From an optimization exercise on the open Yosys and OpenROAD flow, aimed at small area, a short achievable clock period and few clock cycles; shortcuts taken in it are not production practice.
Only the layout flow was run in this run; the RTL was not checked for function there.
No activity file was given, so power comes from the tool's default toggle rates.

<file path="flow/config.mk">
export PLATFORM = sky130hd
export DESIGN_NAME = circular_deque
export DESIGN_NICKNAME = circular_deque
export VERILOG_FILES = /design/flow/design.v
export SDC_FILE = /design/flow/constraint.sdc
export NUM_CORES = 4
export LEC_CHECK = 0
export CAP_MARGIN = 20
export CORE_MARGIN = 2
export CORE_UTILIZATION = 50
export CTS_BUF_LIST = sky130_fd_sc_hd__clkbuf_16
export CTS_CLUSTER_DIAMETER = 60
export CTS_CLUSTER_SIZE = 30
export SETUP_SLACK_MARGIN = 2.5
export SLEW_MARGIN = 20
</file>
<file path="flow/constraint.sdc">
create_clock -name core_clock -period 4.5 [get_ports {clk_i}]
set_input_delay 0.9000 -clock core_clock [delete_from_list [all_inputs] [get_ports {clk_i}]]
set_output_delay 0.9000 -clock core_clock [all_outputs]
set_load 0.01 [all_outputs]
</file>
<file path="flow/design.v">
package cdq_pkg;
  localparam int unsigned DATA_W    = 32;
  localparam int unsigned OP_W      = 2;
  localparam int unsigned DEPTH_DEF = 16;
  typedef enum logic [OP_W-1:0] {
    OP_PUSH_REAR  = 2'd0,
    OP_PUSH_FRONT = 2'd1,
    OP_POP_FRONT  = 2'd2,
    OP_POP_REAR   = 2'd3
  } op_e;
endpackage
module circular_deque #(
  parameter int unsigned DEPTH = cdq_pkg::DEPTH_DEF
) (
  input  logic                              clk_i,
  input  logic                              rst_ni,
  input  logic                              req_valid_i,
  output logic                              req_ready_o,
  input  logic [cdq_pkg::OP_W-1:0]          req_operation_i,
  input  logic signed [cdq_pkg::DATA_W-1:0] req_push_value_i,
  output logic                              rsp_valid_o,
  input  logic                              rsp_ready_i,
  output logic                              rsp_status_o,
  output logic signed [cdq_pkg::DATA_W-1:0] rsp_popped_value_o,
  output logic                              rsp_is_full_o,
  output logic                              rsp_is_empty_o
);
  localparam int unsigned DW = cdq_pkg::DATA_W;
  localparam int unsigned N  = 16;
  logic [DW-1:0] ring_mem [N];
  logic [3:0] h_q, t_q;
  logic [4:0] cnt_q;
  logic       full_q, empty_q;
  logic       busy_q;   
  logic         p_v_q, p_st_q, p_full_q, p_empty_q;
  logic [N-1:0] p_sel_q;
  logic          o_v_q, o_st_q, o_full_q, o_empty_q;
  logic [DW-1:0] o_val_q;
  logic          s_v_q, s_st_q, s_full_q, s_empty_q;
  logic [DW-1:0] s_val_q;
  logic [N-1:0] dec_h, dec_t, wr_en, rd_sel;
  logic op_pr, op_pf, op_qf, op_qr, accept, ok;
  logic [DW-1:0] p_val;
  logic o_free, p_to_o, p_to_s, s_to_o, p_leave, p_v_d, s_v_d;
  always_comb begin
    for (int i = 0; i < N; i++) begin
      dec_h[i] = (h_q == 4'(i));
      dec_t[i] = (t_q == 4'(i));
    end
  end
  assign op_pr  = (req_operation_i == cdq_pkg::OP_PUSH_REAR);
  assign op_pf  = (req_operation_i == cdq_pkg::OP_PUSH_FRONT);
  assign op_qf  = (req_operation_i == cdq_pkg::OP_POP_FRONT);
  assign op_qr  = (req_operation_i == cdq_pkg::OP_POP_REAR);
  assign accept = req_valid_i && !busy_q;
  assign ok     = req_operation_i[1] ? !empty_q : !full_q;
  always_comb begin
    for (int i = 0; i < N; i++) begin
      wr_en[i]  = accept && !full_q &&
                  ((op_pr && dec_t[i]) || (op_pf && dec_h[(i + 1) % N]));
      rd_sel[i] = !empty_q &&
                  ((op_qf && dec_h[i]) || (op_qr && dec_t[(i + 1) % N]));
    end
  end
  always_ff @(posedge clk_i) begin
    for (int i = 0; i < N; i++) begin
      if (wr_en[i]) ring_mem[i] <= req_push_value_i;
    end
  end
  always_ff @(posedge clk_i or negedge rst_ni) begin
    if (!rst_ni) begin
      h_q     <= '0;
      t_q     <= '0;
      cnt_q   <= '0;
      full_q  <= 1'b0;
      empty_q <= 1'b1;
    end else if (accept && ok) begin
      if (!req_operation_i[1]) begin
        cnt_q   <= cnt_q + 5'd1;
        full_q  <= (cnt_q == 5'd15);
        empty_q <= 1'b0;
      end else begin
        cnt_q   <= cnt_q - 5'd1;
        full_q  <= 1'b0;
        empty_q <= (cnt_q == 5'd1);
      end
      case (req_operation_i)
        cdq_pkg::OP_PUSH_REAR:  t_q <= t_q + 4'd1;
        cdq_pkg::OP_PUSH_FRONT: h_q <= h_q - 4'd1;
        cdq_pkg::OP_POP_FRONT:  h_q <= h_q + 4'd1;
        default:                t_q <= t_q - 4'd1;
      endcase
    end
  end
  always_ff @(posedge clk_i) begin
    if (accept) begin
      p_sel_q   <= rd_sel;
      p_st_q    <= !ok;
      p_full_q  <= !req_operation_i[1] && (full_q || cnt_q == 5'd15);
      p_empty_q <= req_operation_i[1] && (empty_q || cnt_q == 5'd1);
    end
  end
  always_comb begin
    p_val = '0;
    for (int i = 0; i < N; i++) p_val = p_val | ({DW{p_sel_q[i]}} & ring_mem[i]);
  end
  assign o_free  = !o_v_q || rsp_ready_i;
  assign s_to_o  = o_free && s_v_q;
  assign p_to_o  = o_free && !s_v_q && p_v_q;
  assign p_to_s  = p_v_q && (s_v_q ? o_free : !o_free);
  assign p_leave = p_to_o || p_to_s;
  assign p_v_d   = accept || (p_v_q && !p_leave);
  assign s_v_d   = p_to_s || (s_v_q && !s_to_o);
  always_ff @(posedge clk_i or negedge rst_ni) begin
    if (!rst_ni) begin
      p_v_q   <= 1'b0;
      o_v_q   <= 1'b0;
      s_v_q   <= 1'b0;
      busy_q  <= 1'b0;
    end else begin
      p_v_q   <= p_v_d;
      s_v_q   <= s_v_d;
      o_v_q   <= s_to_o || p_to_o || (o_v_q && !rsp_ready_i);
      busy_q  <= p_v_d && s_v_d;
    end
  end
  always_ff @(posedge clk_i) begin
    if (s_to_o) begin
      o_st_q    <= s_st_q;
      o_val_q   <= s_val_q;
      o_full_q  <= s_full_q;
      o_empty_q <= s_empty_q;
    end else if (p_to_o) begin
      o_st_q    <= p_st_q;
      o_val_q   <= p_val;
      o_full_q  <= p_full_q;
      o_empty_q <= p_empty_q;
    end
    if (p_to_s) begin
      s_st_q    <= p_st_q;
      s_val_q   <= p_val;
      s_full_q  <= p_full_q;
      s_empty_q <= p_empty_q;
    end
  end
  assign req_ready_o        = !busy_q;
  assign rsp_valid_o        = o_v_q;
  assign rsp_status_o       = o_st_q;
  assign rsp_popped_value_o = o_val_q;
  assign rsp_is_full_o      = o_full_q;
  assign rsp_is_empty_o     = o_empty_q;
endmodule
</file>
<file path="flow/flow/run.sh">
#!/bin/bash
# The standard layout (standard.sh), with one logic-preserving netlist
# rewrite between synthesis and floorplan (flow/eco.tcl) and the port
# buffers inserted as buf_4 cells. Each tool's output goes to its own log.
set -euo pipefail
export BUFFER_PORTS_ARGS="-buffer_cell sky130_fd_sc_hd__buf_4"
bash standard.sh synth > synth.log 2>&1
export RES=$PWD/orfs/results/$FLOW_PLATFORM/circular_deque/base
openroad -no_init -exit flow/eco.tcl > eco.log 2>&1
bash standard.sh > layout.log 2>&1
</file>
<file path="flow/flow/eco.tcl">
# Logic-preserving rewrite of the synthesized netlist: req_ready_o is
# !busy_q | rsp_ready_i. Synthesis maps it as nand2b(A_N=rsp_ready_i,
# B=busy_q), or as and2b with the same inputs followed by an inverter; both
# put rsp_ready_i through the slow inverted input of the b-cell. Drive the port instead from
# nand2(!rsp_ready_i, busy_q), with the inverter on rsp_ready_i its own cell,
# and leave the original gates driving the internal loads.
read_db $::env(RES)/1_synth.odb
set db [ord::get_db]
set block [[$db getChip] getBlock]
proc out_iterm {net} {
  foreach it [$net getITerms] { if {[$it isOutputSignal]} { return $it } }
  return ""
}
set port_net [$block findNet req_ready_o]
set rsp_net  [$block findNet rsp_ready_i]
set busy_net [$block findNet busy_q]
set ok 0
proc net_of {inst pin} {
  set it [$inst findITerm $pin]
  if {$it eq "NULL" || [$it getNet] eq "NULL"} { return "" }
  return [[$it getNet] getName]
}
proc is_rsp_and_not_busy {g} {
  # and2b / nand2b with A_N = rsp_ready_i and B = busy_q
  return [expr {[net_of $g A_N] eq "rsp_ready_i" && [net_of $g B] eq "busy_q"}]
}
if {$port_net ne "NULL" && $rsp_net ne "NULL" && $busy_net ne "NULL"} {
  set drv [out_iterm $port_net]
  if {$drv ne ""} {
    set g [$drv getInst]
    set gm [[$g getMaster] getName]
    puts "ECO: req_ready_o driven by [$g getName] $gm"
    if {[string match "*__nand2b_*" $gm] && [is_rsp_and_not_busy $g]} {
      set ok 1
    } elseif {[string match "*__inv_*" $gm] || [string match "*__clkinv_*" $gm]} {
      set d1 [out_iterm [[$g findITerm A] getNet]]
      if {$d1 ne ""} {
        set g1 [$d1 getInst]
        puts "ECO: inverter input driven by [$g1 getName] [[$g1 getMaster] getName]"
        if {[string match "*__and2b_*" [[$g1 getMaster] getName]] && [is_rsp_and_not_busy $g1]} {
          set ok 1
        }
      }
    }
  }
}
if {$ok} {
  set int_net [odb::dbNet_create $block req_ready_int]
  foreach it [$port_net getITerms] {
    $it disconnect
    $it connect $int_net
  }
  set rsp_n [odb::dbNet_create $block rsp_ready_n]
  set inv2 [odb::dbInst_create $block [$db findMaster sky130_fd_sc_hd__inv_2] eco_rsp_ready_n]
  [$inv2 findITerm A] connect $rsp_net
  [$inv2 findITerm Y] connect $rsp_n
  set new [odb::dbInst_create $block [$db findMaster sky130_fd_sc_hd__nand2_2] eco_req_ready]
  [$new findITerm A] connect $rsp_n
  [$new findITerm B] connect $busy_net
  [$new findITerm Y] connect $port_net
  puts "ECO: applied"
} else {
  puts "ECO: pattern not found, netlist left unchanged"
}
write_db $::env(RES)/1_synth.odb
</file>
<file path="flow/standard.sh">
#!/bin/bash
# synth_recipe.tcl (not shown) runs the flow's synth.tcl, then flattens the netlist and writes it again
# the make line also repeats each setting of config.mk as NAME=value (left out here)
make -C /OpenROAD-flow-scripts/flow DESIGN_CONFIG=/design/flow/config.mk WORK_HOME=/design/flow/orfs CLKGATE_MAP_FILE= SYNTH_SCRIPT=/design/flow/synth_recipe.tcl "${@:-finish}"
</file>
==> impl_metrics.env <==
export IMPL_crit_fanout=1
export IMPL_synth_area_mm2=0.02293
export IMPL_setup_violations_final=0
export IMPL_core_mm2=0.04528
export IMPL_hold_ws_ns=0.1885
export IMPL_cp_slowest_cell="edfxtp_1"
export IMPL_clk_pin_slew_worst_paths_ns=0.10
export IMPL_vias=12270
export IMPL_pin_count=75
export IMPL_drc=0
export IMPL_cts_root_buf="clkbuf_16"
export IMPL_worstSkewPairLatency_ns=0.59
export IMPL_yosysTopAreaCellShare=0.7869
export IMPL_tightest_slew_ns=0.6782
export IMPL_fp_dieH_um=218.2
export IMPL_avgSynthCellArea_um2=18.85
export IMPL_p_int_w=0.009833
export IMPL_std_cell_rows=78
export IMPL_die_area_mm2=0.04760
export IMPL_nFillCells=3234
export IMPL_cts_tree="done"
export IMPL_synth_area_top_cells="edfxtp_1, a221oi_1, a22o_1, dfrtp_1, mux2_2"
export IMPL_final_hold_viol_count=0
export IMPL_setup_tns_ns=0
export IMPL_postCtsHoldBufs=0
export IMPL_start_util=0.5065
export IMPL_syn_inst=1217
export IMPL_cp_cell_sequence="buf_6"
export IMPL_yosysUniqueCellTypes=40
export IMPL_async_reset_ff_frac=0.03065
export IMPL_clock_sink_count=620
export IMPL_max_clock_freq_mhz=472.0
export IMPL_instances_no_fill=1960
export IMPL_grt_pass1_vias=12200
export IMPL_p_comb_frac=0.223
export IMPL_slew_headroom=0.5479
export IMPL_start_kind="flop"
export IMPL_grt_pass1_wl_mm=80.99
export IMPL_grt_max_degree=38
export IMPL_grt_util_met3=0.02380
export IMPL_pwr_share_clk=0.272
export IMPL_fin_skew_ns=0.02513
export IMPL_grt_setup_unrepaired="true"
export IMPL_cts_made_buffers=38
export IMPL_synth_seq_cells=620
export IMPL_area_delta_synth_final_pct=18.53
export IMPL_dp_cells=1849
export IMPL_startpoint="o_val_q[9]$_DFFE_PP_"
export IMPL_status="complete, no violations"
export IMPL_cp_required_ns=3.60
export IMPL_nets=1388
export IMPL_finalCriticalPeriod_ns=2.119
export IMPL_synth_main_ff_cell="edfxtp_1"
export IMPL_critPathMaxStageDelay_ns=0.47
export IMPL_gp_congestion=0.8063
export IMPL_p_seq_frac=0.506
export IMPL_vias_per_cell=6.261
export IMPL_grt_usage=0.2346
export IMPL_worstPathArrival_ns=1.22
export IMPL_grt_use_met2=0.3873
export IMPL_maxCapViolations=0
export IMPL_end_kind="output pin"
export IMPL_dr_pass1_iters=5
export IMPL_drive_above_1_share=0.2699
export IMPL_crit_buf_inv=1
export IMPL_hp_class="in2async"
export IMPL_timing_rr_start="p_sel_q[11]$_DFFE_PP_"
export IMPL_antenna_found_initial=0
export IMPL_syn_nets=1275
export IMPL_seq_area_frac_synth=0.8077
export IMPL_diodes=0
export IMPL_cp_top_family="flip-flops"
export IMPL_yosysTopAreaCell="edfxtp_1"
export IMPL_clockBufferDepth=3
export IMPL_antenna_left=0
export IMPL_drtIter0Drc=1487
export IMPL_grt_remaining_overflow=0
export IMPL_p_sw_w=0.004299
export IMPL_wl_mm=55.78
export IMPL_reg2reg_slack_ns=2.48
export IMPL_h_tree_depth=2
export IMPL_hpwl_mm=29.01
export IMPL_use_met1=0.3368
export IMPL_final_max_slew_viol_count=0
export IMPL_top_usage_layer="met2"
export IMPL_peakVddDrop_v=0.0004452
export IMPL_die_w_um=218.2
export IMPL_port_buffers=74
export IMPL_ys_warnings_count=2
export IMPL_wl_per_cell_um=28.46
export IMPL_finalCritPeriodShare=0.4708
export IMPL_critical_path_class="reg2out"
export IMPL_swShare=0.3042
export IMPL_p_leak_nw=8.491
export IMPL_p_per_area_mw_per_mm2=519.9
export IMPL_synth_edf_count=601
==> registers in the layout (all words and copies together) (netlist names), 4 cells and up <==
register and cells:
cnt_q 5, h_q 4, o_val_q 32, p_sel_q 16, ring_mem 512, s_val_q 32, t_q 4
==> layout make-up <==
cell class	instances	area, um2	share of cell area
multi-input cells	508	4960	0.1825
clock buffers	41	1026	0.03774
repair buffers	146	1534	0.05643
repair inverters	1	5.005	0.0001841
well taps	600	750.7	0.02762
clock inverters	29	311.5	0.01146
inverters	15	70.07	0.002578
flip-flops and latches	620	18530	0.6815
==> routing by layer <==
| layer | routed length, um | up-vias |
|---|---|---|
| met5 | 0 | - |
| met4 | 1087 | 0 |
| met3 | 2946 | 72 |
| met2 | 27270 | 416 |
| met1 | 24470 | 6427 |
| li1 | - | 5356 |
==> final timing paths <==
path | depth (start not counted) | end
min | 1 | cnt_q[4]$_DFFE_PN0P_
max reg2reg | 6 | o_val_q[1]$_DFFE_PP_
max | 1 | rsp_popped_value_o[9]
max in group asynchronous | 1 | empty_q$_DFFE_PN1P_
min in group core_clock | 0 | s_empty_q$_DFFE_PP_
min reg2reg | 0 | s_empty_q$_DFFE_PP_
==> cells in the mapped netlist (14+ instances only) <==
cell / number
edfxtp_1: 601
ha_1: 20
mux2_2: 35
clkbuf_1: 61
a21oi_1: 26
a22o_1: 128
nand3_1: 50
a221oi_1: 128
inv_1: 15
nor2_1: 14
nand4_1: 35
dfrtp_1: 18
==> cell families (layout without fill, tap and decap cells) <==
family,after synthesis,after routing,synth area share
AND/OR/NAND/NOR,134,135,0.03142
adder cells (fa/ha/maj),20,20,0.01091
flip-flops,620,620,0.8077
multiplexers,39,39,0.01915
XOR/XNOR,12,12,0.004583
buffers and inverters,92,232,0.01637
AO/OA/AOI/OAI,300,302,0.1099
==> power by group through the flow <==
stage	Sequential (W)	Combinational (W)	Clock, W
6_report	0.00715	0.00315	0.00384
5_1_grt	0.00719	0.00334	0.00411
4_1_cts	0.00713	0.00299	0.00391
3_5_place_dp	0.00722	0.00272	0
3_3_place_gp	0.00721	0.00271	0
2_1_floorplan	0.00723	0.00173	0
==> metrics by stage <==
step	setup slack (ns)	util	instance area (um2)	total power, W
6_report	2.381	0.6003	27180	0.01413
5_1_grt	2.353	0.6003	27180	0.01464
4_1_cts	2.361	0.5910	26760	0.01403
3_5_place_dp	1.352	0.5450	24680	0.009943
3_3_place_gp	1.393	0.5450	24680	0.009918
2_1_floorplan	1.895	-	23610	0.008958
==> timing repair <==
| item | CTS | global route |
|---|---|---|
| pin swaps | 10 | 11 |
| buffers inserted | 27 | 9 |
| gates resized for setup | 102 | 78 |
| cloned | 4 | 1 |
| setup endpoints to repair | 615 | 428 |
==> placed cells by master, fill, tap and decap left out, drive strengths merged, types with 3 or more instances in the layout <==
cell type  count
a21oi         27
a221oi       128
a22o         128
a32oi          8
and2           6
buf          145
clkbuf        42
clkinv        14
clkinvlp       4
dfrtp         18
edfxtp       601
ha            20
inv           27
mux2          36
mux2i          3
nand2         10
nand2b         4
nand3         50
nand4         35
nor2          17
nor2b          5
o21ai          5
xnor2          6
xor2           6

==> static timing again, ports no longer ideal <==
The results above use ideal ports. As a check the final layout listed here was re-extracted and re-timed, cells and wires unchanged.
Step 1 sets driving cells, clkbuf_16 on the clock port and buf_2 on the other inputs (assumed; they add their load-dependent delay and slew).
Step 2 times the ports against the registers' clock, not the clock port: input delays grow and output delays shrink by t, the midpoint of the rising clock arrivals with the driver on.
Three values: ideal, step 1, step 2; two values: the first two.
t, ns: 0.635
slack for setup (ns): 2.381 / 2.322 / 1.934
worst slew at a driven data input, ns: 0.04
After both steps this run still meets setup and hold. For this run, drivers alone change the setup slack by -0.059 ns; drivers and shift together by -0.447 ns.
